Context: an optimization exercise on an open-source flow, tuned for small area and a short achievable clock period. The choices shown serve that exercise and are no tape-out recipe.
In this exercise RTL edits were held to simulation tests only and were not proved equivalent to the original.
Power and IR drop assume default switching activity. The flow treats the clock pin as an ideal source, which a real chip does not have.

## v48
==> flow/design.v (excerpt) <==
module read_data_sink #(
    parameter int DATA_W     = 128,
    parameter int ID_W       = 4,
    parameter int BURST_LEN  = 100,
    parameter int NUM_BURSTS = 5,
    parameter int EXP_ID     = 0,
    parameter int FIFO_DEPTH = 16
) (
    input  logic                            clk,
    input  logic                            sys_rst_n,
    input  logic                            init_done,
    input  logic [DATA_W-1:0]               AXI_RDATA,
    input  logic [ID_W-1:0]                 AXI_RID,
    input  logic                            AXI_RLAST,
    input  logic [1:0]                      AXI_RRESP,
    input  logic                            AXI_RVALID,
    output logic                            AXI_RREADY,
    output logic [DATA_W-1:0]               m_data,
    output logic                            m_last,
    output logic                            m_valid,
    input  logic                            m_ready,
    output logic [$clog2(NUM_BURSTS+1)-1:0] burst_cnt,
    output logic [$clog2(BURST_LEN)-1:0]    beat_cnt,
    output logic                            err_last,
    output logic                            err_resp,
    output logic                            err_id,
    output logic                            rd_done
);
clock: 4.5 ns
lec_check: 0
cap_margin: 20
core_margin: 2
core_utilization: 70
cts_cluster_diameter: 80
cts_cluster_size: 30
setup_slack_margin: 2.4
slew_margin: 20
tns_end_percent: 30
standard.sh (not shown) runs the stock make flow with config.mk's settings and CLKGATE_MAP_FILE= SYNTH_SCRIPT=/design/flow/synth_recipe.tcl, a recipe that flattens the netlist after the stock synthesis.
==> flow/flow/run.sh <==
#!/bin/bash
# Standard ORFS layout (the standard.sh, unchanged synthesis) with three changes:
#  - port buffers are buf_2 instead of the default delay-buffer choice,
#  - CTS without dummy loads, with sink clusters of up to 30 flops within 80 um.
# The make/ORFS output goes to flow_make.log in the work folder; ORFS keeps its
# per-step logs under orfs/logs/.
set -euo pipefail
bash standard.sh finish \
  "BUFFER_PORTS_ARGS=-buffer_cell sky130_fd_sc_hd__buf_2" \
  "CTS_ARGS=-sink_clustering_enable -repair_clock_nets -dont_use_dummy_load -sink_clustering_size 30 -sink_clustering_max_diameter 80" \
  > flow_make.log 2>&1
Every stage of the flow completed for v48, and the final layout passed the timing, DRC and antenna checks.
Relative to v48, the following input files were edited for v3:
==> flow/flow/run.sh <==
#!/bin/bash
# Standard ORFS layout (the standard.sh, unchanged synthesis) with three changes:
#  - port buffers are buf_2 instead of the default delay-buffer choice,
#  - CTS without dummy loads, with sink clusters of up to 30 flops within 60 um.
# The make/ORFS output goes to flow_make.log in the work folder; ORFS keeps its
# per-step logs under orfs/logs/.
set -euo pipefail
bash standard.sh finish \
  "BUFFER_PORTS_ARGS=-buffer_cell sky130_fd_sc_hd__buf_2" \
  "CTS_ARGS=-sink_clustering_enable -repair_clock_nets -dont_use_dummy_load -sink_clustering_size 30 -sink_clustering_max_diameter 60" \
  > flow_make.log 2>&1
-- flow/config.mk --
<<< v48, line 10
export CORE_UTILIZATION = 70
export CTS_CLUSTER_DIAMETER = 80
export CTS_CLUSTER_SIZE = 30
>>> v3, line 10
export CORE_UTILIZATION = 70
export CTS_CLUSTER_DIAMETER = 60
export CTS_CLUSTER_SIZE = 30
<<< v48, line 14
export SLEW_MARGIN = 20
export TNS_END_PERCENT = 30
>>> v3, line 14
export SLEW_MARGIN = 20
==> summary.txt <==
- v3 did not stop at any stage, and its layout met the timing, DRC and antenna checks.
- v3 vs. v48: share of layout cells above drive strength 1 went up by 3.6 points.
- For the power share of the combinational group, v3 came in 1.5 points higher than v48 did.
- v3 — power per standard cell area about 7% higher, v48 as reference
- The clock tree cell share of total cell area number comes out lower for v48 vs v3.
Changes in v1 relative to v3:
==> flow/flow/run.sh <==
#!/bin/bash
# Standard ORFS layout (the standard.sh, unchanged synthesis) with three changes:
#  - port buffers are buf_2 instead of the default delay-buffer choice,
#  - CTS without dummy loads, with sink clusters of up to 30 flops within 80 um.
# The make/ORFS output goes to flow_make.log in the work folder; ORFS keeps its
# per-step logs under orfs/logs/.
set -euo pipefail
bash standard.sh finish \
  "BUFFER_PORTS_ARGS=-buffer_cell sky130_fd_sc_hd__buf_2" \
  "CTS_ARGS=-sink_clustering_enable -repair_clock_nets -dont_use_dummy_load -sink_clustering_size 30 -sink_clustering_max_diameter 80" \
  > flow_make.log 2>&1
-- flow/config.mk --
<<< v3, line 10
export CORE_UTILIZATION = 70
export CTS_CLUSTER_DIAMETER = 60
export CTS_CLUSTER_SIZE = 30
>>> v1, line 10
export CORE_UTILIZATION = 70
export CTS_CLUSTER_DIAMETER = 80
export CTS_CLUSTER_SIZE = 30
<<< v3, line 14
export SLEW_MARGIN = 20
>>> v1, line 14
export SLEW_MARGIN = 20
export TNS_END_PERCENT = 10
==> summary.txt <==
Taking v3 as the reference, in v1 sequential standard cell area saw a decrease; global-route wire length before repair saw a decrease; maximum cell stage delay along the critical path saw an increase.
Wire length down 7800 um in v1 wrt v3
Worst setup slack in v1 vs v3: down 0.057 ns
Of v1 and v3, v3 shows the higher maximum frequency, with v1 below it.
--- input diff v1..v30 ---
-- flow/config.mk --
<<< v1, line 12
export CTS_CLUSTER_SIZE = 30
export SETUP_SLACK_MARGIN = 2.4
export SLEW_MARGIN = 20
export TNS_END_PERCENT = 10
>>> v30, line 12
export CTS_CLUSTER_SIZE = 30
export SETUP_SLACK_MARGIN = 2.2
export SLEW_MARGIN = 20
==> summary.txt <==
Relative to v1, the total power measured on v30 has decreased slightly. Delta (v30 minus v1): mean cell area of the mapped netlist saw little to no change, number of logic stages on the critical path including buffering saw an increase, area growth from synthesis to layout saw a decrease. Taking v1 as the reference, in v30 switching power total dropped 0.89%; highest achievable clock rate dropped 3.5%; final total negative setup slack barely changed.
#### Input delta (v14 over v30)
-- flow/config.mk --
<<< v30, line 12
export CTS_CLUSTER_SIZE = 30
export SETUP_SLACK_MARGIN = 2.2
export SLEW_MARGIN = 20
>>> v14, line 12
export CTS_CLUSTER_SIZE = 30
export SETUP_SLACK_MARGIN = 2.3
export SLEW_MARGIN = 20
[v14] critical path depth fell 4 relative to v30
v30 -> v14: total number of vias decreased slightly
Diff v30 -> v14 | post-layout total power | up slightly
For the setup clock skew after layout, v14 came in 0.013 ns lower than v30 did.
Re setup slack: v30 was lower than v14.
[compare] base=v30 new=v14: number of antenna cells inserted went down 2; total routing resource utilization after global routing held; relative contribution of combinational cells to total power went up 0.5 points; cell count held; minimum period implied by the final worst setup slack went down 0.13 ns.
Changes in v34 relative to v14:
-- flow/config.mk --
<<< v14, line 12
export CTS_CLUSTER_SIZE = 30
export SETUP_SLACK_MARGIN = 2.3
export SLEW_MARGIN = 20
>>> v34, line 12
export CTS_CLUSTER_SIZE = 30
export SETUP_SLACK_MARGIN = 2.5
export SLEW_MARGIN = 20
export TNS_END_PERCENT = 30
Side by side, design area turned out higher in v34 than in v14. Against v14, v34 reports a clock period minus final worst setup slack that is lower. Comparing v34 against v14, there is no change at all in starting density of the core. | number of iterations in the first detailed-routing pass | v34 vs v14 | 2 lower |. Compared with v14, v34 shows a higher global-route met3 utilization. v34 leaves more setup margin than v14. The lower total power of v14 and v34 is in v14.

==> re-timing with driven ports <==
In the flow no input, the clock included, has a driving cell. The finished layouts below were timed again as built, in two steps.
Step 1 (the two cells are an assumption about what drives the block):
set clk [get_ports {clk}]
set_driving_cell -lib_cell sky130_fd_sc_hd__clkbuf_16 $clk
set_driving_cell -lib_cell sky130_fd_sc_hd__buf_2 [delete_from_list [all_inputs] $clk]
Step 2 adds t to the input delays and takes it off the output delays; t is the mean of the earliest and latest rising clock arrival at the registers after step 1. Input paths then give back, and output paths get back, about the clock's delay inside the block.
Three values: ideal ports, drivers, drivers and shift; two values: the first two.
| run | t (ns) | slack for setup (ns) | hold WS [ns] |
|---|---|---|---|
| v48 | 0.758 | 2.327 / 2.243 / 1.939 | 0.359 / 0.300 / 0.456 |
| v3 | 0.814 | 2.318 / 2.239 / 1.886 | 0.289 / 0.235 / 0.447 |
| v1 | 0.756 | 2.262 / 2.240 / 1.905 | 0.361 / 0.307 / 0.458 |
| v30 | 0.770 | 2.182 / 2.133 / 1.675 | 0.272 / 0.213 / 0.460 |
| v14 | 0.766 | 2.308 / 2.244 / 1.667 | 0.350 / 0.321 / 0.455 |
| v34 | 0.780 | 2.315 / 2.270 / 1.785 | 0.314 / 0.254 / 0.459 |
After both steps every run listed still meets setup and hold. For v14, which loses most, drivers alone change the setup slack by -0.064 ns; drivers and shift together by -0.641 ns.
